From an optimization exercise on the open Yosys and OpenROAD flow, aimed at small area, a short achievable clock period and few clock cycles per item; shortcuts taken in it are not production practice. In this exercise RTL edits were held to simulation tests only and were not proved equivalent to the original. Power is estimated from default activity; no workload was simulated.

## design.v

```verilog
module cakeLane
#(
	parameter bit FallsDown = 1'b1,
	parameter logic [1:0] Speed = 2'd1,
	parameter logic [53:0] StartY = '0,
	parameter int NumWrap = 6,
	parameter logic [17:0] WrapOrder = '0
)(
	input logic update,
	input logic rst,
	input logic step,
	output logic [8:0] ringShift,
	output logic [8:0] driftShift,
	input logic [8:0] ringY,
	input logic [9:0] driftY,
	input logic qYHigh,
	output logic [5:0] rowHit
);
	localparam int CakesPerLane = 6;
	localparam int Ring = 480 / Speed;
	localparam int CakeSize = 20;
	localparam int CountW = FallsDown ? 9 : $clog2(Ring);
	logic [CountW-1:0] count;
	logic [7:0] drift;
	logic [2:0] wraps;
	logic [CakesPerLane-1:0] wrapped;
	logic atEdge;
	logic roundEnd;
	logic [CountW-1:0] countNext;
	logic [7:0] driftUp;
	if (Speed == 2'd2)
	begin : gShift2
		assign ringShift = 9'({count, 1'b0});
	end
	else
	begin : gShift1
		assign ringShift = 9'(count);
	end
	assign driftShift = {drift, 1'b0};
	function automatic logic inWindow9(input logic [8:0] pos, input int lo);
		int a;
		int b;
		a = (lo + 1) % 512;
		b = (lo + CakeSize - 1) % 512;
		if (a <= b)
			inWindow9 = (pos >= 9'(a)) && (pos <= 9'(b));
		else
			inWindow9 = (pos >= 9'(a)) || (pos <= 9'(b));
	endfunction
	function automatic logic inWindow10(input logic [9:0] pos, input int lo);
		int a;
		int b;
		a = (lo + 1) % 1024;
		b = (lo + CakeSize - 1) % 1024;
		if (a <= b)
			inWindow10 = (pos >= 10'(a)) && (pos <= 10'(b));
		else
			inWindow10 = (pos >= 10'(a)) || (pos <= 10'(b));
	endfunction
	function automatic logic [CountW-1:0] countAt(input int m);
		countAt = FallsDown ? CountW'((512 - m) % 512) : CountW'(m);
	endfunction
	function automatic int edgeMoves(input int w);
		int k;
		k = int'(StartY[9*WrapOrder[3*w +: 3] +: 9]) / int'(Speed);
		edgeMoves = FallsDown ? Ring - k : k;
	endfunction
	function automatic int wrapRank(input int c);
		wrapRank = CakesPerLane;
		for (int w = 0; w < NumWrap; w++)
			if (int'(WrapOrder[3*w +: 3]) == c)
				wrapRank = w;
	endfunction
	assign countNext[0] = !count[0];
	for (genvar i = 1; i < CountW; i++)
	begin : gCountNext
		if (FallsDown)
			assign countNext[i] = count[i] ^ !(|count[i-1:0]);
		else
			assign countNext[i] = count[i] ^ (&count[i-1:0]);
	end
	assign driftUp[0] = !drift[0];
	for (genvar i = 1; i < 8; i++)
	begin : gDriftUp
		assign driftUp[i] = drift[i] ^ (&drift[i-1:0]);
	end
	always_comb
	begin
		for (int c = 0; c < CakesPerLane; c++)
		begin
			int s;
			s = int'(StartY[9*c +: 9]);
			wrapped[c] = (wraps > 3'(wrapRank(c)));
			if (Speed != 2'd1 && s % 2 == 1)
				rowHit[c] = ({drift, 1'b0} > 9'(s)) ? inWindow10(driftY, s + 512) : inWindow10(driftY, s);
			else if (wrapped[c])
				rowHit[c] = !qYHigh && inWindow9(ringY, FallsDown ? s + 32 : s + 512 - 32);
			else
				rowHit[c] = !qYHigh && inWindow9(ringY, s);
		end
	end
	always_ff @(posedge update)
	begin
		if (rst)
		begin
			count <= '0;
			drift <= '0;
			wraps <= '0;
			atEdge <= 1'b0;
			roundEnd <= 1'b0;
		end
		else if (step)
		begin
			if (atEdge)
			begin
				wraps <= wraps + 3'd1;
				atEdge <= 1'b0;
			end
			else
			begin
				if (roundEnd)
				begin
					count <= '0;
					wraps <= '0;
				end
				else
					count <= countNext;
				drift <= driftUp;
				atEdge <= 1'b0;
				for (int w = 0; w < NumWrap; w++)
					if (!roundEnd && wraps == 3'(w) && count == countAt(edgeMoves(w) - 1))
						atEdge <= 1'b1;
				roundEnd <= !roundEnd && (count == countAt(Ring - 2));
			end
		end
	end
endmodule
module cakeRowAdd
#(
	parameter int W = 12
)(
	input logic [W-1:0] a,
	input logic [W-1:0] b,
	input logic cin,
	output logic [W-1:0] sum,
	output logic carry5
);
	logic [W-1:0] p0;
	logic [W-1:0] g;
	logic [W-1:0] p;
	always_comb
	begin
		p0 = a ^ b;
		g = a & b;
		p = p0;
		g[0] = g[0] | (p0[0] & cin);
		for (int d = 1; d < W; d = 2 * d)
			for (int i = W - 1; i >= d; i--)
			begin
				g[i] = g[i] | (p[i] & g[i-d]);
				p[i] = p[i] & p[i-d];
			end
		carry5 = g[4];
		sum[0] = p0[0] ^ cin;
		for (int i = 1; i < W; i++)
			sum[i] = p0[i] ^ g[i-1];
	end
endmodule
module pixelQueryFifo
(
	input logic update,
	input logic rst,
	input logic pixelReq,
	input logic stepLate,
	input logic [9:0] pixelX,
	input logic [9:0] pixelY,
	output logic pixelAck,
	input logic [35:0] laneRingShift,
	input logic [8:0] driftShift,
	output logic qValid,
	output logic [3:0] qLane,
	output logic qYHigh,
	output logic [35:0] qRingY,
	output logic [9:0] qDriftY,
	input logic qPop
);
	localparam int CakeSize = 20;
	localparam logic [39:0] LaneX = {10'd510, 10'd240, 10'd100, 10'd65};
	logic push;
	logic [3:0] inLane;
	logic takenValid;
	logic [3:0] takenLane;
	logic [9:0] takenY;
	logic [8:0] shiftNow;
	logic [8:0] shift;
	logic [9:0] frameNext;
	logic carry5;
	logic [3:0] ring2HighNext;
	logic [9:0] frame;
	logic [3:0] ring2High;
	assign push = pixelReq && !pixelAck && !takenValid && !stepLate;
	always_comb
	begin
		shiftNow = '0;
		for (int l = 0; l < 4; l++)
			shiftNow = shiftNow | (inLane[l] ? ((l == 2) ? driftShift : laneRingShift[9*l +: 9]) : 9'd0);
	end
	always_comb
	begin
		for (int l = 0; l < 4; l++)
			inLane[l] = (pixelX > LaneX[10*l +: 10]) && ({1'b0, pixelX} < {1'b0, LaneX[10*l +: 10]} + 11'(CakeSize));
	end
	always_ff @(posedge update)
	begin
		if (rst)
		begin
			pixelAck <= 1'b0;
			takenValid <= 1'b0;
			qValid <= 1'b0;
		end
		else
		begin
			if (push)
				pixelAck <= 1'b1;
			else if (!pixelReq)
				pixelAck <= 1'b0;
			if (push)
				takenValid <= 1'b1;
			else if (!qValid)
				takenValid <= 1'b0;
			if (!qValid)
				qValid <= takenValid;
			else if (qPop)
				qValid <= 1'b0;
		end
	end
	always_ff @(posedge update)
	begin
		if (!takenValid)
		begin
			takenLane <= inLane;
			takenY <= pixelY;
			shift <= shiftNow;
		end
	end
	cakeRowAdd #(.W(10)) frameAdd (
		.a(takenY),
		.b({1'b0, shift}),
		.cin(1'b0),
		.sum(frameNext),
		.carry5(carry5)
	);
	logic [3:0] ring2High0;
	logic [3:0] ring2High1;
	assign ring2High0 = takenY[8:5] + laneRingShift[18+5 +: 4];
	assign ring2High1 = takenY[8:5] + laneRingShift[18+5 +: 4] + 4'd1;
	assign ring2HighNext = carry5 ? ring2High1 : ring2High0;
	always_ff @(posedge update)
	begin
		if (!qValid)
		begin
			qLane <= takenLane;
			qYHigh <= takenY[9];
			frame <= frameNext;
			ring2High <= ring2HighNext;
		end
	end
	always_comb
	begin
		qRingY = {frame[8:0], {ring2High, frame[4:0]}, frame[8:0], frame[8:0]};
		qDriftY = frame;
	end
endmodule
module cakeHitTester
(
	input logic update,
	input logic rst,
	input logic qValid,
	input logic [3:0] qLane,
	output logic qPop,
	input logic [23:0] rowHit,
	output logic hitReq,
	output logic [23:0] hitMask,
	input logic hitAck
);
	localparam int NumLanes = 4;
	localparam int CakesPerLane = 6;
	logic [23:0] hitNow;
	always_comb
	begin
		for (int l = 0; l < NumLanes; l++)
			for (int c = 0; c < CakesPerLane; c++)
				hitNow[l * CakesPerLane + c] = qLane[l] && rowHit[l * CakesPerLane + c];
	end
	assign qPop = qValid && !hitReq && !hitAck;
	always_ff @(posedge update)
	begin
		if (rst)
			hitReq <= 1'b0;
		else if (qPop)
			hitReq <= 1'b1;
		else if (hitAck)
			hitReq <= 1'b0;
	end
	always_ff @(posedge update)
	begin
		if (!hitReq)
			hitMask <= hitNow;
	end
endmodule
module cakeField
(
	input logic update,
	input logic rst,
	input logic step,
	input logic pixelReq,
	input logic [9:0] pixelX,
	input logic [9:0] pixelY,
	output logic pixelAck,
	output logic hitReq,
	output logic [23:0] hitMask,
	input logic hitAck
);
	localparam int NumLanes = 4;
	localparam logic [3:0] LaneFallsDown = 4'b1001;
	localparam logic [7:0] LaneSpeed = {2'd1, 2'd2, 2'd1, 2'd1};
	localparam logic [215:0] LaneStartY = {
		{9'd400, 9'd330, 9'd255, 9'd200, 9'd100, 9'd20},
		{9'd375, 9'd350, 9'd210, 9'd180, 9'd75, 9'd25},
		{9'd440, 9'd340, 9'd290, 9'd220, 9'd150, 9'd50},
		{9'd450, 9'd370, 9'd290, 9'd200, 9'd150, 9'd70}
	};
	localparam logic [15:0] LaneNumWrap = {4'd6, 4'd3, 4'd6, 4'd6};
	localparam logic [71:0] LaneWrapOrder = {
		{3'd0, 3'd1, 3'd2, 3'd3, 3'd4, 3'd5},
		{3'd0, 3'd0, 3'd0, 3'd4, 3'd3, 3'd2},
		{3'd5, 3'd4, 3'd3, 3'd2, 3'd1, 3'd0},
		{3'd0, 3'd1, 3'd2, 3'd3, 3'd4, 3'd5}
	};
	logic [23:0] rowHit;
	logic qValid;
	logic [3:0] qLane;
	logic qYHigh;
	logic qPop;
	logic [35:0] laneRingShift;
	logic [35:0] laneDriftShift;
	logic [35:0] qRingY;
	logic [9:0] qDriftY;
	logic stepLate;
	always_ff @(posedge update)
	begin
		if (rst)
			stepLate <= 1'b0;
		else
			stepLate <= step;
	end
	for (genvar g = 0; g < NumLanes; g++)
	begin : gLane
		cakeLane #(
			.FallsDown(LaneFallsDown[g]),
			.Speed(LaneSpeed[2*g +: 2]),
			.StartY(LaneStartY[54*g +: 54]),
			.NumWrap(int'(LaneNumWrap[4*g +: 4])),
			.WrapOrder(LaneWrapOrder[18*g +: 18])
		) lane (
			.update(update),
			.rst(rst),
			.step(stepLate),
			.ringShift(laneRingShift[9*g +: 9]),
			.driftShift(laneDriftShift[9*g +: 9]),
			.ringY(qRingY[9*g +: 9]),
			.driftY(qDriftY),
			.qYHigh(qYHigh),
			.rowHit(rowHit[6*g +: 6])
		);
	end
	pixelQueryFifo queryFifo (
		.update(update),
		.rst(rst),
		.pixelReq(pixelReq),
		.stepLate(stepLate),
		.pixelX(pixelX),
		.pixelY(pixelY),
		.pixelAck(pixelAck),
		.laneRingShift(laneRingShift),
		.driftShift(laneDriftShift[18 +: 9]),
		.qValid(qValid),
		.qLane(qLane),
		.qYHigh(qYHigh),
		.qRingY(qRingY),
		.qDriftY(qDriftY),
		.qPop(qPop)
	);
	cakeHitTester hitTester (
		.update(update),
		.rst(rst),
		.qValid(qValid),
		.qLane(qLane),
		.qPop(qPop),
		.rowHit(rowHit),
		.hitReq(hitReq),
		.hitMask(hitMask),
		.hitAck(hitAck)
	);
endmodule
```

## flow/run.sh

```bash
#!/bin/bash
# Own layout flow: the standard flow, with the port buffers made from
# plain buffers (the standard flow picks a slow delay cell for them) and
# with the resizer free to swap a cell for one of another footprint.
# Synthesis is the standard one except that it leaves adders to ABC
# instead of mapping them to the library's full/half adder cells
# (ADDER_MAP_FILE empty); registers and their names are unchanged.
set -euo pipefail
bash standard.sh ADDER_MAP_FILE= synth > synth.log 2>&1
bash standard.sh \
	ADDER_MAP_FILE= \
	"BUFFER_PORTS_ARGS=-buffer_cell sky130_fd_sc_hd__buf_2" \
	MATCH_CELL_FOOTPRINT=0 \
	finish > layout.log 2>&1
```

## standard.sh

```bash
#!/bin/bash
# synth_recipe.tcl (not shown) runs the flow's synth.tcl, then flattens the netlist and writes it again
# the make line also repeats each setting of config.mk as NAME=value (left out here)
make -C /OpenROAD-flow-scripts/flow DESIGN_CONFIG=/design/flow/config.mk WORK_HOME=/design/flow/orfs CLKGATE_MAP_FILE= SYNTH_SCRIPT=/design/flow/synth_recipe.tcl "${@:-finish}"
```

## config.mk

```make
export PLATFORM = sky130hd
export DESIGN_NAME = cakeField
export DESIGN_NICKNAME = cakeField
export VERILOG_FILES = /design/flow/design.v
export SDC_FILE = /design/flow/constraint.sdc
export NUM_CORES = 4
export LEC_CHECK = 0
export CAP_MARGIN = 20
export CORE_MARGIN = 2
export CORE_UTILIZATION = 50
export CTS_BUF_LIST = sky130_fd_sc_hd__clkbuf_4 sky130_fd_sc_hd__clkbuf_8
export SETUP_SLACK_MARGIN = 2.2
export SLEW_MARGIN = 20
```

## constraint.sdc

```tcl
create_clock -name core_clock -period 4.5 [get_ports {update}]
set_input_delay 0.9000 -clock core_clock [delete_from_list [all_inputs] [get_ports {update}]]
set_output_delay 0.9000 -clock core_clock [all_outputs]
set_load 0.01 [all_outputs]
```

==> results of run 1 <==
[worst max-delay path by stage]
stage | startpoint | endpoint | slack, ns | cells after the start
floorplan | queryFifo.takenY[2] | queryFifo.ring2High[3] | 2.25 | 7
global placement | pixelX[9] | queryFifo.shift[0] | 1.99 | 6
detailed placement | pixelX[9] | queryFifo.shift[0] | 1.93 | 6
CTS | queryFifo.shift[2] | queryFifo.ring2High[3] | 2.21 | 7
global route | queryFifo.takenY[2] | queryFifo.ring2High[3] | 2.17 | 7
finish | queryFifo.shift[2] | queryFifo.ring2High[3] | 2.20 | 7
[cells in the final DEF, fill, tap and decap left out, drive strengths merged, types with 4 or more instances in the layout]
cell and n:
a211o 4, and3 9, edfxtp 66, a21o 4, nor3b 8, nand2 82, nor4 16, xor2 24
buf 72, nor2b 17, maj3 5, o22ai 7, nand4 11, o211ai 5, nor2 109, mux2i 10
inv 18, a22oi 9, clkinv 6, a222oi 9, nand3 29, nor4b 7, o31ai 8, o21ai 39
a21oi 42, xnor2 42, or3 9, and2 6, a31oi 7, a32oi 7, clkbuf 21, a211oi 7
nor3 24, nand4b 6, or2 4, dfxtp 68, nand2b 14
[worst max-delay path: stages, from the launching register on]
cell and delay [ns]:
edfxtp_1 0.45, and2_4 0.17, maj3_2 0.31, nor2_4 0.18, a31oi_4 0.12, maj3_2 0.34
maj3_2 0.31, xnor2_1 0.15
[what timing repair did]
| action | in CTS | in global routing |
|---|---|---|
| gates resized for setup | 12 | 11 |
| pin swaps | 10 | 6 |
| buffers inserted | 7 | 11 |
| setup endpoints to repair | 10 | 22 |
[state kept, by name, indices dropped and copies added (netlist names), 8 cells and up]
name and flops:
gLane.lane.count 35, queryFifo.frame 10, queryFifo.shift 9, queryFifo.takenY 10, hitTester.hitMask 24, gLane.lane.drift 8, gLane.lane.wraps 12
[metal layers]
| layer | part of all wire [%] | up-vias |
|---|---|---|
| met5 | 0 | - |
| met4 | 3.0 | 0 |
| met3 | 4.7 | 49 |
| met2 | 49 | 214 |
| met1 | 43 | 3112 |
| li1 | - | 3085 |
[per-stage QoR]
stage / hold slack, ns / power [uW] / area (um^2) / utilization [%] / cells
floorplan: 0.400 / 1860 / 7370 / - / 828
global placement: 0.405 / 2030 / 7660 / 52.9 / 1010
detailed placement: 0.409 / 2030 / 7660 / 52.9 / 1010
CTS: 0.433 / 3060 / 8160 / 56.4 / 1049
global route: 0.445 / 3220 / 8310 / 57.4 / 1060
finish: 0.433 / 3080 / 8310 / 57.4 / 1060
[final cells by class]
type,instances,area [um^2],share of cell area [%]
repair buffers,72,415,5.00
multi-input cells,621,3850,46.3
well taps,184,230,2.77
clock buffers,21,277,3.33
inverters,17,67.6,0.813
clock inverters,11,124,1.49
flip-flops and latches,134,3350,40.3
[logic make-up (layout without fill, tap and decap cells)]
kind of cell,after synthesis,in the layout,synth area share [%]
compound gates,175,175,15.7
simple gates,364,364,25.0
buf+inv,73,121,3.82
fa+ha+maj,5,5,0.713
flops,134,134,45.4
xor+xnor,66,66,7.84
mux,11,11,1.51
[where the power goes]
part           switching, uW  internal, uW
clock                    471           535
sequential               143          1370
combinational            337           230
total                    951          2130
==> flow_metrics.env, run 1 <==
export IMPL_pin_count=51
export IMPL_clock_sinks=134
export IMPL_wire_per_inst_um=18.4
export IMPL_reg2reg_depth=7
export IMPL_cts_buffers=17
export IMPL_fin_setup_tns_ns=0
export IMPL_skew_ns=0.0105
export IMPL_ys_seq_area_share_pct=45.4
export IMPL_cts_htree_levels=4
export IMPL_ant_nets=0
export IMPL_dpl_hpwl_mm=13.9
export IMPL_grt_max_degree=39
export IMPL_wl_mm=19.5
export IMPL_worstHoldPathType="reg2reg"
export IMPL_detail_route_drc_violations=0
export IMPL_clock_root_buffer="clkbuf_8"
export IMPL_cp_end_kind="flop"
export IMPL_ys_ff_latch=134
export IMPL_use_met3_pct=4.66
export IMPL_slew_violations=0
export IMPL_die_w_um=125
export IMPL_hold_viol_final=0
export IMPL_fmax_ghz=0.436
export IMPL_reg2reg_setup_slack_ns=2.20
export IMPL_worstSetupPathType="reg2reg"
export IMPL_powerDensity_mw_per_mm2=371
export IMPL_synth_main_ff_cell="dfxtp_1"
export IMPL_finalNetCount=888
export IMPL_syn_nets=853
export IMPL_antenna_found_initial=0
export IMPL_initial_utilization_pct=50.9
export IMPL_area_delta_synth_final_pct=12.7
export IMPL_dieArea_mm2=0.0157
export IMPL_antennaDiodeCount=0
export IMPL_fillers=1303
export IMPL_tightestPinTransition_ns=1.00
export IMPL_overflow=0
export IMPL_peakVddDrop_v=0.000204
export IMPL_rsz0062_at_grt="true"
export IMPL_drt_iter0_markers=774
export IMPL_place_congestion=0.939
export IMPL_crit_fanout=4
export IMPL_outcome="complete, no violations"
export IMPL_rr_startpoint="queryFifo.shift[2]"
export IMPL_leakagePower_uw=0.00306
export IMPL_firstDrtPassIters=6
export IMPL_yosys_area_top_type="edfxtp_1"
export IMPL_finalCritPeriodShare_pct=51.0
export IMPL_cts_max_path_buffers=2
export IMPL_syn_cell_area_mm2=0.00737
export IMPL_grt_pass1_wl_mm=31.7
export IMPL_ctsHoldBuffers=0
export IMPL_path_clk_slew_ns=0.08
export IMPL_syn_mean_instance_area_um2=8.90
export IMPL_fin_crit_ns=2.30
export IMPL_netlist_area_leader_share_pct=26.9
export IMPL_via_count=6460
export IMPL_worstHoldPathCells=0
export IMPL_maxCapViolations=0
export IMPL_setup_ws_ns=2.20
export IMPL_arrival_ns=2.48
export IMPL_met1_usage_pct=31.5
export IMPL_yosysMostFrequentCell="nor2_1"
export IMPL_synthTopCellsByCount="nor2_1, nand2_1, dfxtp_1"
export IMPL_setup_viol=0
export IMPL_synth_cells=828
export IMPL_io_buffers=50
export IMPL_r2r_end="queryFifo.ring2High[3]"
export IMPL_grt_util_all_layers_pct=25.2
export IMPL_worstSkewPairLatency_ns=0.45
export IMPL_synth_edf_count=66
export IMPL_maxSlewHeadroom_pct=33.2
export IMPL_core_mm2=0.0145
export IMPL_grt_busiest_layer="met2"
export IMPL_worst_ep_required_time_ns=4.69
export IMPL_synth_cell_types=68
export IMPL_hold_start="queryFifo.takenLane[3]"
export IMPL_grt_pass1_vias=6221
export IMPL_worstSetupStartpointType="flop"
export IMPL_hold_end="queryFifo.qLane[3]"
export IMPL_dp_slack_ns=1.93
export IMPL_ys_async_sr_fraction_pct=0
export IMPL_yosysWarningCount=8
export IMPL_yosys_top_cells_area="edfxtp_1, dfxtp_1, nor2_1"
export IMPL_drive_gt1_share_pct=15.1
export IMPL_cts_tree="yes"
export IMPL_use_met2_pct=42.7
export IMPL_die_h_um=125
export IMPL_viasPerCell=6.09
export IMPL_rows=44
Testbench counts, summed over its fixed seeds: cycles 7,096, queries 3,072.
==> inputs of run 2 (changes only) <==
--- a/config.mk
+++ b/config.mk
@@ -8,6 +8,7 @@
 export CAP_MARGIN = 20
 export CORE_MARGIN = 2
-export CORE_UTILIZATION = 50
+export CORE_UTILIZATION = 40
 export CTS_BUF_LIST = sky130_fd_sc_hd__clkbuf_4 sky130_fd_sc_hd__clkbuf_8
+export GPL_TIMING_DRIVEN = 1
 export SETUP_SLACK_MARGIN = 2.2
 export SLEW_MARGIN = 20
==> flow_metrics.env, run 2 <==
export IMPL_outcome="complete, no violations"
export IMPL_core_mm2=0.0180
export IMPL_initial_utilization_pct=40.9
export IMPL_yosysWarningCount=8
export IMPL_finalCritPeriodShare_pct=50.2
export IMPL_wire_per_inst_um=17.0
export IMPL_syn_cell_area_mm2=0.00737
export IMPL_netlist_area_leader_share_pct=26.9
export IMPL_worstSetupStartpointType="flop"
export IMPL_firstDrtPassIters=6
export IMPL_worstSetupPathType="reg2reg"
export IMPL_total_power_uw=3110
export IMPL_yosys_area_top_type="edfxtp_1"
export IMPL_cp_end_kind="flop"
export IMPL_pwr_share_clk_pct=34.4
export IMPL_dpl_hpwl_mm=13.1
export IMPL_cts_htree_levels=4
export IMPL_slew_violations=0
export IMPL_pin_count=51
export IMPL_cts_buffers=17
export IMPL_grt_pass1_vias=5596
export IMPL_largest_register="gLane.lane.count"
export IMPL_dieArea_mm2=0.0195
export IMPL_setup_viol=0
export IMPL_p_comb_share_pct=16.2
export IMPL_fin_crit_ns=2.26
export IMPL_crit_fanout=4
export IMPL_fin_setup_tns_ns=0
export IMPL_path_buf_inv=0
export IMPL_arrival_ns=2.45
export IMPL_setup_ws_ns=2.24
export IMPL_tightestPinTransition_ns=1.01
export IMPL_peakVddDrop_v=0.000271
export IMPL_clock_root_buffer="clkbuf_8"
export IMPL_drt_iter0_markers=743
export IMPL_antennaDiodeCount=0
export IMPL_fmax_ghz=0.443
export IMPL_rows=49
export IMPL_seqPwrFrac_pct=49.4
export IMPL_synth_edf_count=66
export IMPL_worst_ep_required_time_ns=4.70
export IMPL_maxSlewHeadroom_pct=32.9
export IMPL_synth_main_ff_cell="dfxtp_1"
export IMPL_wl_mm=18.5
export IMPL_largest_reg_flops=35
export IMPL_path_clk_slew_ns=0.08
export IMPL_timing_hold_ws_ns=0.428
export IMPL_synth_cell_types=68
export IMPL_ys_ff_latch=134
export IMPL_hold_viol_final=0
export IMPL_detail_route_drc_violations=0
export IMPL_switchingPower_uw=909
export IMPL_via_count=6292
export IMPL_reg_largest_list="gLane.lane.count (35), hitTester.hitMask (24), gLane.lane.wraps (12)"
export IMPL_multiInputGateArea_mm2=0.00381
export IMPL_fillers=1782
export IMPL_leakagePower_uw=0.00301
export IMPL_ys_async_sr_fraction_pct=0
export IMPL_synthTopCellsByCount="nor2_1, nand2_1, dfxtp_1"
export IMPL_grt_util_all_layers_pct=19.1
export IMPL_ant_nets=0
export IMPL_mostFrequentLayoutCells="nor2_1, nand2_1, dfxtp_1"
export IMPL_grt_max_degree=39
export IMPL_cts_max_path_buffers=2
export IMPL_dp_slack_ns=1.90
export IMPL_max_stage_delay_ns=0.45
export IMPL_antenna_found_initial=0
export IMPL_yosysMostFrequentCell="nor2_1"
export IMPL_crit_family="compound AO/OA/AOI/OAI gates"
export IMPL_cts_tree="yes"
export IMPL_die_h_um=140
export IMPL_die_w_um=140
export IMPL_io_buffers=50
export IMPL_syn_mean_instance_area_um2=8.90
export IMPL_overflow=0
export IMPL_skew_ns=0.0129
export IMPL_syn_nets=853
export IMPL_maxCapViolations=0
export IMPL_yosys_top_cells_area="edfxtp_1, dfxtp_1, nor2_1"
export IMPL_synth_cells=828
export IMPL_place_congestion=0.964
export IMPL_finalNetCount=877
export IMPL_crit_slowest_cell="edfxtp_1"
export IMPL_rsz0062_at_grt="true"
export IMPL_crit_path_cell_trace="a31oi_1 > nor3_1 > nor2_4 > o211a_1 > a2111oi_2 > o41ai_2 > xnor2_1"
export IMPL_viasPerCell=5.75
export IMPL_ys_seq_area_share_pct=45.4
export IMPL_clock_sinks=134
export IMPL_drive_gt1_share_pct=13.3
export IMPL_grt_pass1_wl_mm=29.8
export IMPL_area_delta_synth_final_pct=12.2
export IMPL_worstSkewPairLatency_ns=0.45
export IMPL_powerDensity_mw_per_mm2=376
export IMPL_mostFrequentLayoutCell="nor2_1"
export IMPL_swShare_pct=29.3
export IMPL_p_int_uw=2200
export IMPL_worstHoldPathType="reg2reg"
export IMPL_regArea_mm2=0.00335
run 2: cell counts after synthesis:
No cell type changed its count.
run 2: logic make-up after synthesis:
logic type	share of synthesized area, %
flops	45.4
compound gates	15.7
xor+xnor	7.84
fa+ha+maj	0.713
simple gates	25.0
buf+inv	3.82
mux	1.51
run 2: area by class of cell:
cell class	count	share of cell area, %
Clock buffer	21	3.19
Tap cell	229	3.47
Clock inverter	11	1.89
Multi-Input combinational cell	621	46.1
Timing Repair Buffer	61	4.07
Inverter	17	0.817
Sequential cell	134	40.5
run 2: repair_timing:
item / 4_1_cts / 5_1_grt
gates cloned: 0 / 0
buffers inserted: 4 / 5
hold endpoints to repair: 0 / 0
resized for setup: 4 / 14
hold buffers: 0 / 0
endpoints found under the setup margin: 14 / 17
pin swaps: 0 / 3
run 2: power by group through the flow:
stage          sequential, uW  combinational, uW  clock [uW]
2_1_floorplan            1440                421           0
3_3_place_gp             1570                448           0
3_5_place_dp             1570                447           0
4_1_cts                  1530                479        1090
5_1_grt                  1550                555        1150
6_report                 1530                504        1070
run 2: stage by stage:
stage,util [%],instances,instance area [um^2]
after floorplan,-,828,7370
after global placement,42.7,1053,7700
after detailed placement,42.7,1053,7700
after CTS,45.3,1089,8170
after global routing,45.9,1094,8270
final,45.9,1094,8270
run 2: worst reg2reg max path: cells and delay by family (launching register included):
kind | cells | cell delay [ns]
and+or+nand+nor | 2 | 0.45
AOI/OAI and AO/OA | 4 | 0.96
xor gates and xnor gates | 1 | 0.15
DFF | 1 | 0.45
run 2: routing by layer:
| metal | track usage (%) | wire [um] | vias to the layer above |
|---|---|---|---|
| met1 | 25.8 | 8360 | 2955 |
| li1 | - | - | 3078 |
| met4 | 6.68 | 478 | 0 |
| met5 | 0 | 0 | - |
| met2 | 30.2 | 8610 | 225 |
| met3 | 4.27 | 1100 | 34 |
run 2: final timing paths:
check | from | end | slack [ns] | depth (start not counted)
worst min-delay path | queryFifo.takenLane[1] | queryFifo.qLane[1] | 0.43 | 0
worst max-delay path | queryFifo.shift[0] | queryFifo.frame[9] | 2.24 | 7
worst max register to register | queryFifo.shift[0] | queryFifo.frame[9] | 2.24 | 7
worst min register to register | queryFifo.takenLane[1] | queryFifo.qLane[1] | 0.43 | 0
==> inputs of run 3 (changes only) <==
--- a/config.mk
+++ b/config.mk
@@ -10,5 +10,4 @@
 export CORE_UTILIZATION = 40
 export CTS_BUF_LIST = sky130_fd_sc_hd__clkbuf_4 sky130_fd_sc_hd__clkbuf_8
-export GPL_TIMING_DRIVEN = 1
 export SETUP_SLACK_MARGIN = 2.2
 export SLEW_MARGIN = 20
==> flow_metrics.env, run 3 <==
export IMPL_cts_max_path_buffers=2
export IMPL_wl_met3_mm=1.10
export IMPL_drive_gt1_share_pct=13.3
export IMPL_cp_startpoint="queryFifo.shift[0]"
export IMPL_yosys_top_cells_area="edfxtp_1, dfxtp_1, nor2_1"
export IMPL_clock_sinks=134
export IMPL_slew_violations=0
export IMPL_mostFrequentLayoutCells="nor2_1, nand2_1, dfxtp_1"
export IMPL_rr_startpoint="queryFifo.shift[0]"
export IMPL_final_util_pct=45.9
export IMPL_grt_pass1_wl_mm=29.8
export IMPL_dp_slack_ns=1.90
export IMPL_rsz0062_at_grt="true"
export IMPL_hold_viol_final=0
export IMPL_dpl_hpwl_mm=13.1
export IMPL_syn_mean_instance_area_um2=8.90
export IMPL_worstSetupStartpointType="flop"
export IMPL_maxCapViolations=0
export IMPL_fin_setup_tns_ns=0
export IMPL_io_buffers=50
export IMPL_grt_pass1_vias=5596
export IMPL_antennaDiodeCount=0
export IMPL_initial_utilization_pct=40.9
export IMPL_synth_cell_types=68
export IMPL_met1_length_mm=8.36
export IMPL_area_delta_synth_final_pct=12.2
export IMPL_viasPerCell=5.75
export IMPL_wl_met2_mm=8.61
export IMPL_crit_path_cell_trace="a31oi_1 > nor3_1 > nor2_4 > o211a_1 > a2111oi_2 > o41ai_2 > xnor2_1"
export IMPL_tightestPinTransition_ns=1.01
export IMPL_ys_seq_area_share_pct=45.4
export IMPL_arrival_ns=2.45
export IMPL_detail_route_drc_violations=0
export IMPL_max_stage_delay_ns=0.45
export IMPL_top_layer_used="met4"
export IMPL_wl_mm=18.5
export IMPL_rows=49
export IMPL_finalNetCount=877
export IMPL_finalCritPeriodShare_pct=50.2
export IMPL_overflow=0
export IMPL_mostFrequentLayoutCell="nor2_1"
export IMPL_skew_ns=0.0129
export IMPL_cts_htree_levels=4
export IMPL_die_h_um=140
export IMPL_synthTopCellsByCount="nor2_1, nand2_1, dfxtp_1"
export IMPL_crit_slowest_cell="edfxtp_1"
export IMPL_regArea_mm2=0.00335
export IMPL_place_congestion=0.964
export IMPL_yosys_area_top_type="edfxtp_1"
export IMPL_largest_register="gLane.lane.count"
export IMPL_maxSlewHeadroom_pct=32.9
export IMPL_ant_nets=0
export IMPL_via_count=6292
export IMPL_worstSetupEndpoint="queryFifo.frame[9]"
export IMPL_multiInputGateArea_mm2=0.00381
export IMPL_cp_depth=7
export IMPL_largest_reg_flops=35
export IMPL_r2r_end="queryFifo.frame[9]"
export IMPL_setup_ws_ns=2.24
export IMPL_setup_viol=0
export IMPL_netlist_area_leader_share_pct=26.9
export IMPL_synth_edf_count=66
export IMPL_ys_async_sr_fraction_pct=0
export IMPL_cts_buffers=17
export IMPL_ys_ff_latch=134
export IMPL_hold_start="queryFifo.takenLane[1]"
export IMPL_grt_max_degree=39
export IMPL_peakVddDrop_v=0.000271
export IMPL_worstSetupPathType="reg2reg"
export IMPL_clock_root_buffer="clkbuf_8"
export IMPL_fmax_ghz=0.443
export IMPL_reg_largest_list="gLane.lane.count (35), hitTester.hitMask (24), gLane.lane.wraps (12)"
export IMPL_yosysWarningCount=8
export IMPL_powerDensity_mw_per_mm2=376
export IMPL_cts_tree="yes"
export IMPL_syn_cell_area_mm2=0.00737
export IMPL_crit_fanout=4
export IMPL_ctsHoldBuffers=0
export IMPL_reg2reg_depth=7
export IMPL_reg2reg_setup_slack_ns=2.24
export IMPL_grt_util_all_layers_pct=19.1
export IMPL_fin_crit_ns=2.26
export IMPL_cp_end_kind="flop"
export IMPL_synth_main_ff_cell="dfxtp_1"
export IMPL_worstSkewPairLatency_ns=0.45
export IMPL_total_power_uw=3110
export IMPL_wire_per_inst_um=17.0
export IMPL_drt_iter0_markers=743
export IMPL_worst_ep_required_time_ns=4.70
export IMPL_core_mm2=0.0180
export IMPL_crit_family="compound AO/OA/AOI/OAI gates"
export IMPL_worstHoldPathType="reg2reg"
export IMPL_syn_nets=853
export IMPL_path_buf_inv=0
export IMPL_firstDrtPassIters=6
export IMPL_outcome="complete, no violations"
export IMPL_leakagePower_uw=0.00301
export IMPL_yosysMostFrequentCell="nor2_1"
export IMPL_fillers=1782
export IMPL_antenna_found_initial=0
export IMPL_dieArea_mm2=0.0195
export IMPL_path_clk_slew_ns=0.08
export IMPL_pin_count=51
export IMPL_die_w_um=140
export IMPL_synth_cells=828
## run 3: kinds of logic (layout without fill, tap and decap cells)
group | Yosys count | in the layout | synth area share, %
simple gates | 364 | 364 | 25.0
compound gates | 175 | 175 | 15.7
flops | 134 | 134 | 45.4
buf+inv | 73 | 110 | 3.82
xor+xnor | 66 | 66 | 7.84
mux | 11 | 11 | 1.51
fa+ha+maj | 5 | 5 | 0.713
## run 3: worst min path at each step
stage / endpoint / slack (ns) / depth (start not counted)
floorplan: queryFifo.qLane[0] / 0.40 / 0
global placement: queryFifo.qLane[1] / 0.40 / 0
detailed placement: queryFifo.qLane[2] / 0.41 / 0
CTS: queryFifo.qLane[2] / 0.43 / 0
global route: queryFifo.qLane[2] / 0.43 / 0
finish: queryFifo.qLane[1] / 0.43 / 0
## run 3: report_power, final
group          internal (uW)  switching [uW]  total, uW
combinational            209             295        504
sequential              1370             167       1530
clock                    621             447       1070
total                   2200             909       3110
## run 3: layout make-up
type,instances,share of cell area [%]
Sequential cell,134,40.5
Timing Repair Buffer,61,4.07
Clock inverter,11,1.89
Multi-Input combinational cell,621,46.1
Inverter,17,0.817
Tap cell,229,3.47
Clock buffer,21,3.19
## run 3: routing by layer
layer,vias to the layer above,GRT usage [%]
li1,3078,-
met1,2955,25.8
met2,225,30.2
met3,34,4.27
met4,0,6.68
met5,-,0
## run 3: timing repair
item,CTS,global route
pin swaps,0,3
resized for setup,4,14
buffers inserted,4,5
setup endpoints to repair,14,17
## run 3: per-stage QoR
stage	hold slack [ns]	std cells	cell area, um^2
2_1_floorplan	0.400	828	7370
3_5_place_dp	0.410	1053	7700
5_1_grt	0.432	1094	8270
4_1_cts	0.429	1089	8170
3_3_place_gp	0.403	1053	7700
6_report	0.428	1094	8270
==> inputs of run 4 (changes only) <==
--- a/design.v
+++ b/design.v
@@ -188,4 +188,5 @@
 	localparam logic [39:0] LaneX = {10'd510, 10'd240, 10'd100, 10'd65};
 	logic push;
+	logic room;
 	logic [3:0] inLane;
 	logic takenValid;
@@ -199,5 +200,6 @@
 	logic [9:0] frame;
 	logic [3:0] ring2High;
-	assign push = pixelReq && !pixelAck && !takenValid && !stepLate;
+	assign room = !takenValid || qPop;
+	assign push = pixelReq && !pixelAck && room && !stepLate;
 	always_comb
 	begin
@@ -227,15 +229,12 @@
 			if (push)
 				takenValid <= 1'b1;
-			else if (!qValid)
-				takenValid <= 1'b0;
-			if (!qValid)
-				qValid <= takenValid;
 			else if (qPop)
-				qValid <= 1'b0;
+				takenValid <= 1'b0;
+			qValid <= takenValid && !qPop;
 		end
 	end
 	always_ff @(posedge update)
 	begin
-		if (!takenValid)
+		if (room)
 		begin
 			takenLane <= inLane;
@@ -258,11 +257,8 @@
 	always_ff @(posedge update)
 	begin
-		if (!qValid)
-		begin
-			qLane <= takenLane;
-			qYHigh <= takenY[9];
-			frame <= frameNext;
-			ring2High <= ring2HighNext;
-		end
+		qLane <= takenLane;
+		qYHigh <= takenY[9];
+		frame <= frameNext;
+		ring2High <= ring2HighNext;
 	end
 	always_comb
==> flow_metrics.env, run 4 <==
export IMPL_outcome="complete, no violations"
export IMPL_skew_ns=0.0130
export IMPL_fin_setup_tns_ns=0
export IMPL_wl_mm=18.5
export IMPL_clock_root_buffer="clkbuf_8"
export IMPL_cts_setup_buffers=0
export IMPL_ant_nets=0
export IMPL_rsz0062_at_grt="true"
export IMPL_clock_sinks=134
export IMPL_dieArea_mm2=0.0196
export IMPL_initial_utilization_pct=41.0
export IMPL_pin_count=51
export IMPL_switchingPower_uw=977
export IMPL_worstSkewPairLatency_ns=0.44
export IMPL_drive_gt1_share_pct=12.7
export IMPL_finalNetCount=907
export IMPL_synth_simple_area_share_pct=26.5
export IMPL_die_h_um=140
export IMPL_p_int_uw=2100
export IMPL_grt_busiest_layer="met2"
export IMPL_reg_largest_list="gLane.lane.count (35), hitTester.hitMask (24), gLane.lane.wraps (12)"
export IMPL_yosys_area_share_adder_pct=0.812
export IMPL_peakVddDrop_v=0.000194
export IMPL_die_w_um=140
export IMPL_maxCapViolations=0
export IMPL_met1_usage_pct=26.1
export IMPL_path_clk_slew_ns=0.08
export IMPL_synth_compound_area_share_pct=17.0
export IMPL_synthTopCellsByCount="nor2_1, nand2_1, dfxtp_1"
export IMPL_tightestPinTransition_ns=0.971
export IMPL_place_congestion=0.899
export IMPL_slew_violations=0
export IMPL_drt_iter0_markers=660
export IMPL_synthMuxAreaShare_pct=1.08
export IMPL_finalCritPeriodShare_pct=47.9
export IMPL_ys_ff_latch=134
export IMPL_crit_slowest_cell="maj3_1"
export IMPL_yosys_area_top_type="dfxtp_1"
export IMPL_yosys_top_cells_area="dfxtp_1, edfxtp_1, nor2_1"
export IMPL_syn_mean_instance_area_um2=8.47
export IMPL_ys_async_sr_fraction_pct=0
export IMPL_pwr_share_clk_pct=32.1
export IMPL_grt_pass1_wl_mm=29.8
export IMPL_cts_htree_levels=4
export IMPL_cp_end_kind="flop"
export IMPL_ctsHoldBuffers=0
export IMPL_synth_top_family_by_area="simple AND/OR/NAND/NOR gates"
export IMPL_viasPerCell=5.63
export IMPL_syn_cell_area_mm2=0.00739
export IMPL_grt_util_all_layers_pct=18.9
export IMPL_dpl_hpwl_mm=13.3
export IMPL_grt_pass1_vias=5738
export IMPL_swShare_pct=31.7
export IMPL_syn_nets=898
export IMPL_maxSlewHeadroom_pct=35.2
export IMPL_hold_viol_final=0
export IMPL_crit_fanout=6
export IMPL_seqPwrFrac_pct=49.2
export IMPL_io_buffers=50
export IMPL_antenna_found_initial=0
export IMPL_cts_tree="yes"
export IMPL_crit_path_cell_trace="a31oi_1 > or3_1 > nand2_1 > maj3_1 > maj3_1 > xor2_1"
export IMPL_cpMostUsedCell="maj3_1"
export IMPL_worstHoldPathCells=0
export IMPL_worstHoldPathType="reg2reg"
export IMPL_rows=49
export IMPL_overflow=0
export IMPL_synth_cell_types=72
export IMPL_ys_seq_area_share_pct=42.6
export IMPL_timing_hold_ws_ns=0.349
export IMPL_mostFrequentLayoutCells="nor2_1, nand2_1, dfxtp_1"
export IMPL_worstSetupStartpointType="flop"
export IMPL_synth_cells=873
export IMPL_mostFrequentLayoutCell="nor2_1"
export IMPL_worst_ep_required_time_ns=4.82
export IMPL_detail_route_drc_violations=0
export IMPL_dpl_cell_area_mm2=0.00769
export IMPL_via_count=6323
export IMPL_firstDrtPassIters=9
export IMPL_yosys_area_share_xor_xnor_pct=7.46
export IMPL_synth_main_ff_cell="dfxtp_1"
export IMPL_reg2reg_depth=6
export IMPL_fmax_ghz=0.464
export IMPL_antennaDiodeCount=0
export IMPL_largest_reg_flops=35
export IMPL_netlist_area_leader_share_pct=23.6
export IMPL_synth_edf_count=47
export IMPL_max_stage_delay_ns=0.49
export IMPL_core_mm2=0.0180
export IMPL_use_met2_pct=29.5
export IMPL_yosysMostFrequentCell="nor2_1"
export IMPL_largest_register="gLane.lane.count"
export IMPL_p_comb_share_pct=18.7
export IMPL_cts_max_path_buffers=2
export IMPL_area_delta_synth_final_pct=9.97
export IMPL_wire_per_inst_um=16.5
export IMPL_cts_repair_resized=3
export IMPL_fin_crit_ns=2.16
export IMPL_cts_buffers=17
export IMPL_powerDensity_mw_per_mm2=379
export IMPL_final_area_mm2=0.00813
export IMPL_fillers=1844
export IMPL_leakagePower_uw=0.00294
export IMPL_use_met3_pct=4.07
export IMPL_arrival_ns=2.48
export IMPL_setup_viol=0
export IMPL_grt_max_degree=39
export IMPL_worstSetupPathType="reg2reg"
export IMPL_yosysWarningCount=8
==> run 4: cell types whose count changed after synthesis, moves of 7 or more <==
cell	delta
xor2_1	+7
buf_2	+7
dfxtp_1	+19
edfxtp_1	-19
nand2_1	+12
a21oi_1	+31
xnor2_1	-10
==> run 4: area by class of cell <==
class | instances | area (um^2) | area share, %
clock inverter | 9 | 103 | 1.26
clock buffer | 23 | 285 | 3.51
timing repair buffer | 54 | 284 | 3.49
inverter | 13 | 48.8 | 0.600
multi-input combinational | 662 | 3960 | 48.8
tap | 229 | 287 | 3.52
sequential | 134 | 3160 | 38.9
==> run 4: per-layer routing <==
| metal | share of wire, % | up-vias |
|---|---|---|
| met3 | 4.9 | 21 |
| met4 | 1.4 | 0 |
| met5 | 0 | - |
| li1 | - | 3174 |
| met2 | 46 | 191 |
| met1 | 48 | 2937 |
==> run 4: worst paths after layout <==
| kind | from | end | slack, ns |
|---|---|---|---|
| max | queryFifo.shift[0] | queryFifo.ring2High[1] | 2.34 |
| min | queryFifo.takenLane[3] | queryFifo.qLane[3] | 0.35 |
| max reg2reg | queryFifo.shift[0] | queryFifo.ring2High[1] | 2.34 |
| min reg2reg | queryFifo.takenLane[3] | queryFifo.qLane[3] | 0.35 |
==> run 4: power by group through the flow <==
stage | sequential, uW | combinational, uW | clock [uW]
floorplan | 1410 | 523 | 0
global placement | 1530 | 562 | 0
global route | 1530 | 642 | 1070
detailed placement | 1530 | 563 | 0
finish | 1510 | 577 | 989
CTS | 1500 | 567 | 1020
==> run 4: logic make-up (layout without fill, tap and decap cells) <==
logic type	after synthesis	count (layout)
muxes	8	8
buffers and inverters	77	99
xor gates and xnor gates	63	63
adders and majority gates	6	6
AOI/OAI and AO/OA	198	198
and+or+nand+nor	387	387
DFF	134	134
==> run 4: metrics by stage <==
| step | setup slack [ns] | util [%] | total power [uW] | std cells |
|---|---|---|---|---|
| after floorplan | 2.19 | - | 1940 | 873 |
| after global placement | 1.78 | 42.6 | 2100 | 1092 |
| after detailed placement | 1.83 | 42.7 | 2090 | 1092 |
| after CTS | 2.21 | 44.8 | 3090 | 1124 |
| after global routing | 2.20 | 45.1 | 3240 | 1124 |
| final | 2.34 | 45.1 | 3080 | 1124 |
==> run 4: critical path: cells and delay by family, from the launching register on <==
kind	cells	cell delay, ns
adder cells (fa/ha/maj)	2	0.89
flip-flops	1	0.45
AND/OR/NAND/NOR	2	0.29
AO/OA/AOI/OAI	1	0.25
XOR/XNOR	1	0.15
Testbench counts of run 4, summed over its fixed seeds: cycles 7,096, queries 3,072.
==> inputs of run 5 (changes only) <==
--- a/config.mk
+++ b/config.mk
@@ -10,4 +10,4 @@
 export CORE_UTILIZATION = 40
 export CTS_BUF_LIST = sky130_fd_sc_hd__clkbuf_4 sky130_fd_sc_hd__clkbuf_8
-export SETUP_SLACK_MARGIN = 2.2
+export SETUP_SLACK_MARGIN = 2.5
 export SLEW_MARGIN = 20
==> flow_metrics.env, run 5 <==
export IMPL_clock_root_buffer="clkbuf_8"
export IMPL_syn_nets=898
export IMPL_worstHoldPathType="reg2reg"
export IMPL_reg_largest_list="gLane.lane.count (35), hitTester.hitMask (24), gLane.lane.wraps (12)"
export IMPL_peakVddDrop_v=0.000208
export IMPL_fin_setup_tns_ns=0
export IMPL_pin_count=51
export IMPL_dpl_cell_count=1091
export IMPL_initial_utilization_pct=41.0
export IMPL_path_clk_slew_ns=0.08
export IMPL_drt_iter0_markers=606
export IMPL_die_h_um=140
export IMPL_grt_pass1_wl_mm=30.7
export IMPL_hold_viol_final=0
export IMPL_die_w_um=140
export IMPL_synth_cells=873
export IMPL_dieArea_mm2=0.0196
export IMPL_setup_viol=0
export IMPL_worstSetupStartpointType="flop"
export IMPL_cts_buffers=17
export IMPL_grt_util_all_layers_pct=19.6
export IMPL_wl_mm=19.3
export IMPL_worst_ep_required_time_ns=4.85
export IMPL_worstSkewPairLatency_ns=0.46
export IMPL_final_cells=1150
export IMPL_via_count=6490
export IMPL_cts_max_path_buffers=2
export IMPL_drive_gt1_share_pct=19.1
export IMPL_firstDrtPassIters=5
export IMPL_yosysMostFrequentCell="nor2_1"
export IMPL_outcome="complete, no violations"
export IMPL_wire_per_inst_um=16.8
export IMPL_maxSlewHeadroom_pct=39.2
export IMPL_crit_fanout=5
export IMPL_fillers=1755
export IMPL_grt_pass1_vias=5997
export IMPL_largest_reg_flops=35
export IMPL_rows=49
export IMPL_finalNetCount=933
export IMPL_cp_end_kind="flop"
export IMPL_antennaDiodeCount=0
export IMPL_tightestPinTransition_ns=0.911
export IMPL_mostFrequentLayoutCells="nor2_1, nand2_1, dfxtp_1"
export IMPL_core_mm2=0.0180
export IMPL_place_congestion=0.937
export IMPL_skew_ns=0.0108
export IMPL_worstSetupPathType="reg2reg"
export IMPL_powerDensity_mw_per_mm2=380
export IMPL_detail_route_drc_violations=0
export IMPL_leakagePower_uw=0.00314
export IMPL_syn_mean_instance_area_um2=8.47
export IMPL_largest_register="gLane.lane.count"
export IMPL_yosys_area_top_type="dfxtp_1"
export IMPL_grt_max_degree=39
export IMPL_ys_seq_area_share_pct=42.6
export IMPL_ant_nets=0
export IMPL_final_util_pct=47.3
export IMPL_ys_ff_latch=134
export IMPL_arrival_ns=2.34
export IMPL_synth_edf_count=47
export IMPL_mostFrequentLayoutCell="nor2_1"
export IMPL_rsz0062_at_grt="true"
export IMPL_timing_hold_ws_ns=0.346
export IMPL_viasPerCell=5.64
export IMPL_ys_async_sr_fraction_pct=0
export IMPL_slew_violations=0
export IMPL_antenna_found_initial=0
export IMPL_netlist_area_leader_share_pct=23.6
export IMPL_synth_cell_types=72
export IMPL_cts_tree="yes"
export IMPL_clock_sinks=134
export IMPL_dpl_hpwl_mm=13.3
export IMPL_syn_cell_area_mm2=0.00739
export IMPL_overflow=0
export IMPL_fmax_ghz=0.501
export IMPL_synth_main_ff_cell="dfxtp_1"
export IMPL_io_buffers=50
export IMPL_fin_crit_ns=1.99
export IMPL_finalCritPeriodShare_pct=44.3
export IMPL_area_delta_synth_final_pct=15.3
export IMPL_yosys_top_cells_area="dfxtp_1, edfxtp_1, nor2_1"
export IMPL_synthTopCellsByCount="nor2_1, nand2_1, dfxtp_1"
export IMPL_cts_htree_levels=4
export IMPL_maxCapViolations=0
export IMPL_yosysWarningCount=8
==> run 5: worst paths after layout <==
path / from / endpoint / slack, ns / cells past startpoint
worst max-delay path: gLane[0].lane.count[0] / gLane[0].lane.count[5] / 2.51 / 6
worst min-delay path: queryFifo.takenLane[1] / queryFifo.qLane[1] / 0.35 / 0
worst max register to register: gLane[0].lane.count[0] / gLane[0].lane.count[5] / 2.51 / 6
worst min register to register: queryFifo.takenLane[1] / queryFifo.qLane[1] / 0.35 / 0
==> run 5: what timing repair did <==
item / CTS / global route
endpoints found under the setup margin: 51 / 31
gates resized for setup: 20 / 36
pin swaps: 1 / 14
buffers inserted: 8 / 19
hold buffers: 0 / 0
==> run 5: report_power, final <==
part	switching, uW	internal, uW
clock network	481	600
registers	160	1340
logic	382	274
total	1020	2210
==> run 5: logic make-up (layout without fill, tap and decap cells) <==
group	count (synthesis)	count (layout)	share of synthesized area [%]
and+or+nand+nor	387	387	26.5
AOI/OAI and AO/OA	198	198	17.0
DFF	134	134	42.6
buffers and inverters	77	125	4.50
xor gates and xnor gates	63	63	7.46
muxes	8	8	1.08
adders and majority gates	6	6	0.812
==> run 5: metrics by stage <==
| stage | setup WS, ns | total power [uW] | instance area (um^2) |
|---|---|---|---|
| 4_1_cts | 2.50 | 3200 | 8260 |
| 3_3_place_gp | 1.97 | 2100 | 7720 |
| 2_1_floorplan | 2.35 | 1940 | 7450 |
| 5_1_grt | 2.35 | 3390 | 8530 |
| 6_report | 2.51 | 3240 | 8530 |
| 3_5_place_dp | 1.87 | 2090 | 7720 |
==> run 5: critical path, cell delays in order (launching register included) <==
cell     delay (ns)
dfxtp_1        0.37
or3b_4         0.43
or2_4          0.29
buf_4          0.14
or3_2          0.41
o21ai_0        0.16
a21oi_1        0.08
==> run 5: routing by layer <==
layer  track usage [%]  share of wire (%)  wire, um
met5                 0                  0         0
met4              7.89                2.3       446
met3              4.34                4.8       930
met2              31.0                 46      8940
met1              26.1                 46      8950
==> run 5: cell type report <==
class / count / area (um^2) / area share (%)
multi-input combinational: 662 / 4100 / 48.1
sequential: 134 / 3180 / 37.3
timing repair buffer: 80 / 480 / 5.63
tap: 229 / 287 / 3.36
clock buffer: 21 / 283 / 3.32
clock inverter: 11 / 145 / 1.70
inverter: 13 / 48.8 / 0.572
==> inputs of run 6 (changes only) <==
--- a/config.mk
+++ b/config.mk
@@ -10,4 +10,4 @@
 export CORE_UTILIZATION = 40
 export CTS_BUF_LIST = sky130_fd_sc_hd__clkbuf_4 sky130_fd_sc_hd__clkbuf_8
-export SETUP_SLACK_MARGIN = 2.5
+export SETUP_SLACK_MARGIN = 2.35
 export SLEW_MARGIN = 20
==> flow_metrics.env, run 6 <==
export IMPL_grt_pass1_wl_mm=30.4
export IMPL_yosys_top_cells_area="dfxtp_1, edfxtp_1, nor2_1"
export IMPL_worstSetupStartpointType="flop"
export IMPL_mostFrequentLayoutCell="nor2_1"
export IMPL_peakVddDrop_v=0.000198
export IMPL_setup_viol=0
export IMPL_syn_cell_area_mm2=0.00739
export IMPL_skew_ns=0.0122
export IMPL_worst_ep_required_time_ns=4.83
export IMPL_grt_pass1_vias=5863
export IMPL_core_mm2=0.0180
export IMPL_ys_async_sr_fraction_pct=0
export IMPL_io_buffers=50
export IMPL_yosys_area_top_type="dfxtp_1"
export IMPL_wl_met2_mm=8.64
export IMPL_ys_seq_area_share_pct=42.6
export IMPL_hold_viol_final=0
export IMPL_yosysWarningCount=8
export IMPL_worstSetupPathType="reg2reg"
export IMPL_antennaDiodeCount=0
export IMPL_met1_length_mm=8.79
export IMPL_outcome="complete, no violations"
export IMPL_mostFrequentLayoutCells="nor2_1, nand2_1, dfxtp_1"
export IMPL_wire_per_inst_um=16.7
export IMPL_netlist_area_leader_share_pct=23.6
export IMPL_leakagePower_uw=0.00295
export IMPL_overflow=0
export IMPL_via_count=6391
export IMPL_drt_iter0_markers=626
export IMPL_wl_mm=18.9
export IMPL_synth_cell_types=72
export IMPL_die_h_um=140
export IMPL_slew_violations=0
export IMPL_reg2reg_setup_slack_ns=2.46
export IMPL_die_w_um=140
export IMPL_path_clk_slew_ns=0.07
export IMPL_detail_route_drc_violations=0
export IMPL_synth_cells=873
export IMPL_finalNetCount=909
export IMPL_maxSlewHeadroom_pct=37.7
export IMPL_area_delta_synth_final_pct=11.1
export IMPL_fin_setup_tns_ns=0
export IMPL_reg2reg_depth=6
export IMPL_dieArea_mm2=0.0196
export IMPL_synth_main_ff_cell="dfxtp_1"
export IMPL_worstSkewPairLatency_ns=0.45
export IMPL_ant_nets=0
export IMPL_place_congestion=0.885
export IMPL_r2r_end="queryFifo.ring2High[1]"
export IMPL_synth_edf_count=47
export IMPL_initial_utilization_pct=41.0
export IMPL_maxCapViolations=0
export IMPL_pin_count=51
export IMPL_firstDrtPassIters=6
export IMPL_grt_max_degree=39
export IMPL_antenna_found_initial=0
export IMPL_powerDensity_mw_per_mm2=383
export IMPL_grt_util_all_layers_pct=19.2
export IMPL_finalCritPeriodShare_pct=45.3
export IMPL_fillers=1795
export IMPL_drive_gt1_share_pct=14.4
export IMPL_cts_tree="yes"
export IMPL_wl_met3_mm=1.08
export IMPL_largest_register="gLane.lane.count"
export IMPL_reg_largest_list="gLane.lane.count (35), hitTester.hitMask (24), gLane.lane.wraps (12)"
export IMPL_ys_ff_latch=134
export IMPL_rows=49
export IMPL_viasPerCell=5.68
export IMPL_worstHoldPathCells=0
export IMPL_top_layer_used="met4"
export IMPL_hold_end="queryFifo.qLane[3]"
export IMPL_fmax_ghz=0.490
export IMPL_worstHoldPathType="reg2reg"
export IMPL_clock_sinks=134
export IMPL_cts_buffers=17
export IMPL_timing_hold_ws_ns=0.353
export IMPL_synthTopCellsByCount="nor2_1, nand2_1, dfxtp_1"
export IMPL_tightestPinTransition_ns=0.934
export IMPL_yosysMostFrequentCell="nor2_1"
export IMPL_syn_mean_instance_area_um2=8.47
export IMPL_arrival_ns=2.37
export IMPL_hold_start="queryFifo.takenLane[3]"
export IMPL_fin_crit_ns=2.04
export IMPL_cts_max_path_buffers=2
export IMPL_rsz0062_at_grt="true"
export IMPL_syn_nets=898
export IMPL_crit_fanout=6
export IMPL_dpl_hpwl_mm=13.2
export IMPL_clock_root_buffer="clkbuf_8"
export IMPL_rr_startpoint="queryFifo.takenY[0]"
export IMPL_cp_end_kind="flop"
export IMPL_largest_reg_flops=35
export IMPL_cts_htree_levels=4
## run 6: cell types whose count changed in the layout (fill, tap and decap cells not counted), moves of 3 or more
cell      before  now
buf_4         28    6
dfxtp_1       75   79
clkbuf_8      20   17
dfxtp_4        6    3
nor4b_1        5    8
nor4b_2        3    0
## run 6: worst max-delay path, stage by stage, from the launching register on
cell	delay [ns]
edfxtp_1	0.45
a31oi_2	0.23
or3_1	0.16
nand2_1	0.14
maj3_2	0.41
maj3_1	0.39
xor2_1	0.15
## run 6: timing repair
item	4_1_cts	5_1_grt
hold endpoints to repair	0	0
resized for setup	15	10
gates cloned	0	0
setup endpoints to repair	36	18
buffers inserted	0	5
pin swaps	0	2
hold buffers	0	0
## run 6: cells by family after synthesis
kind of cell,share of synthesized area (%)
AOI/OAI and AO/OA,17.0
xor gates and xnor gates,7.46
adders and majority gates,0.812
buffers and inverters,4.50
DFF,42.6
muxes,1.08
and+or+nand+nor,26.5
## run 6: worst max-delay path by stage
stage,cells past startpoint,startpoint,to,slack [ns]
detailed placement,7,stepLate,gLane[2].lane.drift[7],1.88
finish,6,queryFifo.takenY[0],queryFifo.ring2High[1],2.46
global placement,7,stepLate,gLane[2].lane.drift[7],2.01
global route,7,queryFifo.frame[2],hitTester.hitMask[7],2.24
floorplan,5,pixelX[1],queryFifo.shift[5],2.35
CTS,7,queryFifo.frame[1],hitTester.hitMask[7],2.39
## run 6: metal layers
layer	vias up	global-route usage, %
met5	-	0
met2	221	30.2
met4	0	7.00
met1	2980	26.3
met3	27	4.03
li1	3163	-
## run 6: metrics by stage
| step | util [%] | cell area [um^2] | power [uW] | worst slack [ns] | std cells |
|---|---|---|---|---|---|
| 4_1_cts | 45.1 | 8130 | 3140 | 2.39 | 1121 |
| 3_5_place_dp | 42.7 | 7690 | 2090 | 1.88 | 1089 |
| 3_3_place_gp | 42.7 | 7690 | 2090 | 2.01 | 1089 |
| 5_1_grt | 45.6 | 8210 | 3300 | 2.24 | 1126 |
| 2_1_floorplan | - | 7440 | 1940 | 2.35 | 873 |
| 6_report | 45.6 | 8210 | 3140 | 2.46 | 1126 |
## run 6: final cells by class
cell class                      instances  area, um^2  area share, %
Tap cell                              229         287           3.49
Inverter                               13        52.6          0.640
Clock inverter                         14         159           1.94
Clock buffer                           18         241           2.94
Multi-Input combinational cell        662        4010           48.8
Timing Repair Buffer                   56         295           3.60
Sequential cell                       134        3170           38.6
## run 6: power by group
group	switching [uW]	total (uW)	internal (uW)	leakage (uW)
Sequential	197	1540	1340	0.00125
Combinational	334	568	234	0.00150
Clock	490	1040	548	0.000201
Total	1020	3140	2120	0.00295
==> inputs of run 7 (changes only) <==
--- a/config.mk
+++ b/config.mk
@@ -6,8 +6,8 @@
 export NUM_CORES = 4
 export LEC_CHECK = 0
-export CAP_MARGIN = 20
+export CAP_MARGIN = 5
 export CORE_MARGIN = 2
 export CORE_UTILIZATION = 40
 export CTS_BUF_LIST = sky130_fd_sc_hd__clkbuf_4 sky130_fd_sc_hd__clkbuf_8
 export SETUP_SLACK_MARGIN = 2.35
-export SLEW_MARGIN = 20
+export SLEW_MARGIN = 5
==> flow_metrics.env, run 7 <==
export IMPL_maxSlewHeadroom_pct=23.2
export IMPL_wire_per_inst_um=16.7
export IMPL_syn_cell_area_mm2=0.00739
export IMPL_core_mm2=0.0180
export IMPL_skew_ns=0.0124
export IMPL_worstSetupStartpointType="flop"
export IMPL_hold_start="queryFifo.takenLane[3]"
export IMPL_dpl_cell_count=1089
export IMPL_reg_largest_list="gLane.lane.count (35), hitTester.hitMask (24), gLane.lane.wraps (12)"
export IMPL_setup_viol=0
export IMPL_die_h_um=140
export IMPL_grt_pass1_wl_mm=30.4
export IMPL_cts_htree_levels=4
export IMPL_ys_ff_latch=134
export IMPL_overflow=0
export IMPL_cts_tree="yes"
export IMPL_crit_path_cell_trace="a31oi_2 > or3_1 > nand2_1 > maj3_2 > maj3_1 > xor2_1"
export IMPL_leakagePower_uw=0.00295
export IMPL_path_clk_slew_ns=0.07
export IMPL_cp_startpoint="queryFifo.takenY[0]"
export IMPL_fillers=1795
export IMPL_clock_sinks=134
export IMPL_rsz0062_at_grt="true"
export IMPL_synthTopCellsByCount="nor2_1, nand2_1, dfxtp_1"
export IMPL_ctsHoldBuffers=0
export IMPL_worstSkewPairLatency_ns=0.45
export IMPL_fmax_ghz=0.490
export IMPL_dpl_cell_area_mm2=0.00769
export IMPL_fin_setup_tns_ns=0
export IMPL_regArea_mm2=0.00317
export IMPL_ys_async_sr_fraction_pct=0
export IMPL_firstDrtPassIters=6
export IMPL_maxCapViolations=0
export IMPL_synth_edf_count=47
export IMPL_rows=49
export IMPL_cts_max_path_buffers=2
export IMPL_multiInputGateArea_mm2=0.00400
export IMPL_crit_fanout=6
export IMPL_synthMuxAreaShare_pct=1.08
export IMPL_worstSetupPathType="reg2reg"
export IMPL_synth_cells=873
export IMPL_syn_nets=898
export IMPL_cts_buffers=17
export IMPL_grt_max_degree=39
export IMPL_antennaDiodeCount=0
export IMPL_yosysWarningCount=8
export IMPL_worstHoldPathType="reg2reg"
export IMPL_synth_compound_area_share_pct=17.0
export IMPL_arrival_ns=2.37
export IMPL_grt_util_all_layers_pct=19.2
export IMPL_detail_route_drc_violations=0
export IMPL_yosys_area_top_type="dfxtp_1"
export IMPL_netlist_area_leader_share_pct=23.6
export IMPL_syn_mean_instance_area_um2=8.47
export IMPL_ant_nets=0
export IMPL_dieArea_mm2=0.0196
export IMPL_yosys_area_share_xor_xnor_pct=7.46
export IMPL_final_area_mm2=0.00821
export IMPL_synth_simple_area_share_pct=26.5
export IMPL_initial_utilization_pct=41.0
export IMPL_yosys_top_cells_area="dfxtp_1, edfxtp_1, nor2_1"
export IMPL_finalNetCount=909
export IMPL_worst_ep_required_time_ns=4.83
export IMPL_die_w_um=140
export IMPL_drt_iter0_markers=626
export IMPL_mostFrequentLayoutCells="nor2_1, nand2_1, dfxtp_1"
export IMPL_drive_gt1_share_pct=14.3
export IMPL_fin_crit_ns=2.04
export IMPL_hold_viol_final=0
export IMPL_crit_family="adder cells"
export IMPL_viasPerCell=5.68
export IMPL_clock_root_buffer="clkbuf_8"
export IMPL_slew_violations=0
export IMPL_pin_count=51
export IMPL_wl_mm=18.9
export IMPL_largest_register="gLane.lane.count"
export IMPL_area_delta_synth_final_pct=11.0
export IMPL_place_congestion=0.885
export IMPL_final_cells=1126
export IMPL_antenna_found_initial=0
export IMPL_path_buf_inv=0
export IMPL_cp_end_kind="flop"
export IMPL_io_buffers=50
export IMPL_yosysMostFrequentCell="nor2_1"
export IMPL_ys_seq_area_share_pct=42.6
export IMPL_rr_startpoint="queryFifo.takenY[0]"
export IMPL_finalCritPeriodShare_pct=45.3
export IMPL_crit_slowest_cell="edfxtp_1"
export IMPL_powerDensity_mw_per_mm2=383
export IMPL_mostFrequentLayoutCell="nor2_1"
export IMPL_via_count=6401
export IMPL_yosys_area_share_adder_pct=0.812
export IMPL_grt_pass1_vias=5863
export IMPL_dpl_hpwl_mm=13.2
export IMPL_peakVddDrop_v=0.000198
export IMPL_outcome="complete, no violations"
export IMPL_largest_reg_flops=35
export IMPL_tightestPinTransition_ns=1.15
export IMPL_synth_top_family_by_area="simple AND/OR/NAND/NOR gates"
export IMPL_max_stage_delay_ns=0.45
export IMPL_synth_cell_types=72
export IMPL_synth_main_ff_cell="dfxtp_1"
run 7: cell count changes in the layout (fill, tap and decap cells not counted):
cell / before / now
nand2_1: 93 / 94
nand2_2: 1 / 0
run 7: kinds of logic after synthesis:
logic type	count (synthesis)
simple gates	387
flops	134
xor+xnor	63
mux	8
buf+inv	77
compound gates	198
fa+ha+maj	6
run 7: what timing repair did:
item                       4_1_cts  5_1_grt
resized for setup               15       10
pin swaps                        0        2
setup endpoints to repair       36       18
buffers inserted                 0        5
run 7: where the power goes:
| part | switching (uW) | leakage (uW) | internal (uW) |
|---|---|---|---|
| clock network | 490 | 0.000201 | 548 |
| logic | 334 | 0.00150 | 234 |
| registers | 196 | 0.00125 | 1340 |
| total | 1020 | 0.00295 | 2120 |
run 7: worst paths after layout:
check | slack [ns] | endpoint | cells past startpoint
setup reg to reg | 2.46 | queryFifo.ring2High[1] | 6
hold / removal | 0.35 | queryFifo.qLane[3] | 0
hold reg to reg | 0.35 | queryFifo.qLane[3] | 0
setup / recovery | 2.46 | queryFifo.ring2High[1] | 6
run 7: area by class of cell:
cell class              count  share of cell area (%)
multi-input cells         662                    48.8
flip-flops and latches    134                    38.6
repair buffers             56                    3.60
well taps                 229                    3.49
clock buffers              18                    2.94
clock inverters            14                    1.94
inverters                  13                   0.640
run 7: routing by layer:
metal	share of wire [%]	wire length, um	up-vias	GRT usage, %
li1	-	-	3166	-
met1	47	8830	2978	26.3
met2	46	8620	230	30.2
met3	5.7	1070	27	4.03
met4	1.8	335	0	7.00
met5	0	0	-	0
run 7: stage by stage:
stage / power [uW] / util, % / worst slack (ns) / hold WS [ns]
finish: 3140 / 45.5 / 2.46 / 0.353
global route: 3300 / 45.5 / 2.24 / 0.380
CTS: 3140 / 45.1 / 2.39 / 0.351
detailed placement: 2090 / 42.7 / 1.88 / 0.332
global placement: 2090 / 42.7 / 2.01 / 0.326
floorplan: 1940 / - / 2.35 / 0.323

[static timing again, ports no longer ideal]
The flow's constraints put no driver on any port. The routed layouts listed below were extracted and timed again, unchanged, in two steps. Step 1, drivers: a clkbuf_16 drives update and a buf_2 each remaining input, both assumed. Step 2 moves the port delays by t, midway between the first and last clock arrival at a register: inputs arrive t later, outputs are due t later. That takes back most of the time a late clock gives input paths. a / b / c = ideal / step 1 / step 2; a / b = the first two.
run	t, ns	setup WS [ns]	worst register clock-pin slew, ns
run 1	0.481	2.205 / 2.205 / 1.920	0.08 / 0.08
run 2	0.481	2.242 / 2.242 / 1.902	0.08 / 0.08
run 3	0.481	2.242 / 2.242 / 1.902	0.08 / 0.08
run 4	0.476	2.344 / 2.344 / 1.925	0.08 / 0.08
run 5	0.494	2.505 / 2.505 / 2.082	0.08 / 0.08
run 6	0.480	2.460 / 2.460 / 2.016	0.08 / 0.08
run 7	0.480	2.460 / 2.460 / 2.035	0.08 / 0.08
After both steps setup and hold are still met in every run listed. The setup slack of run 6, which loses most, moves by 0.000 ns with the drivers and by -0.444 ns with both steps.
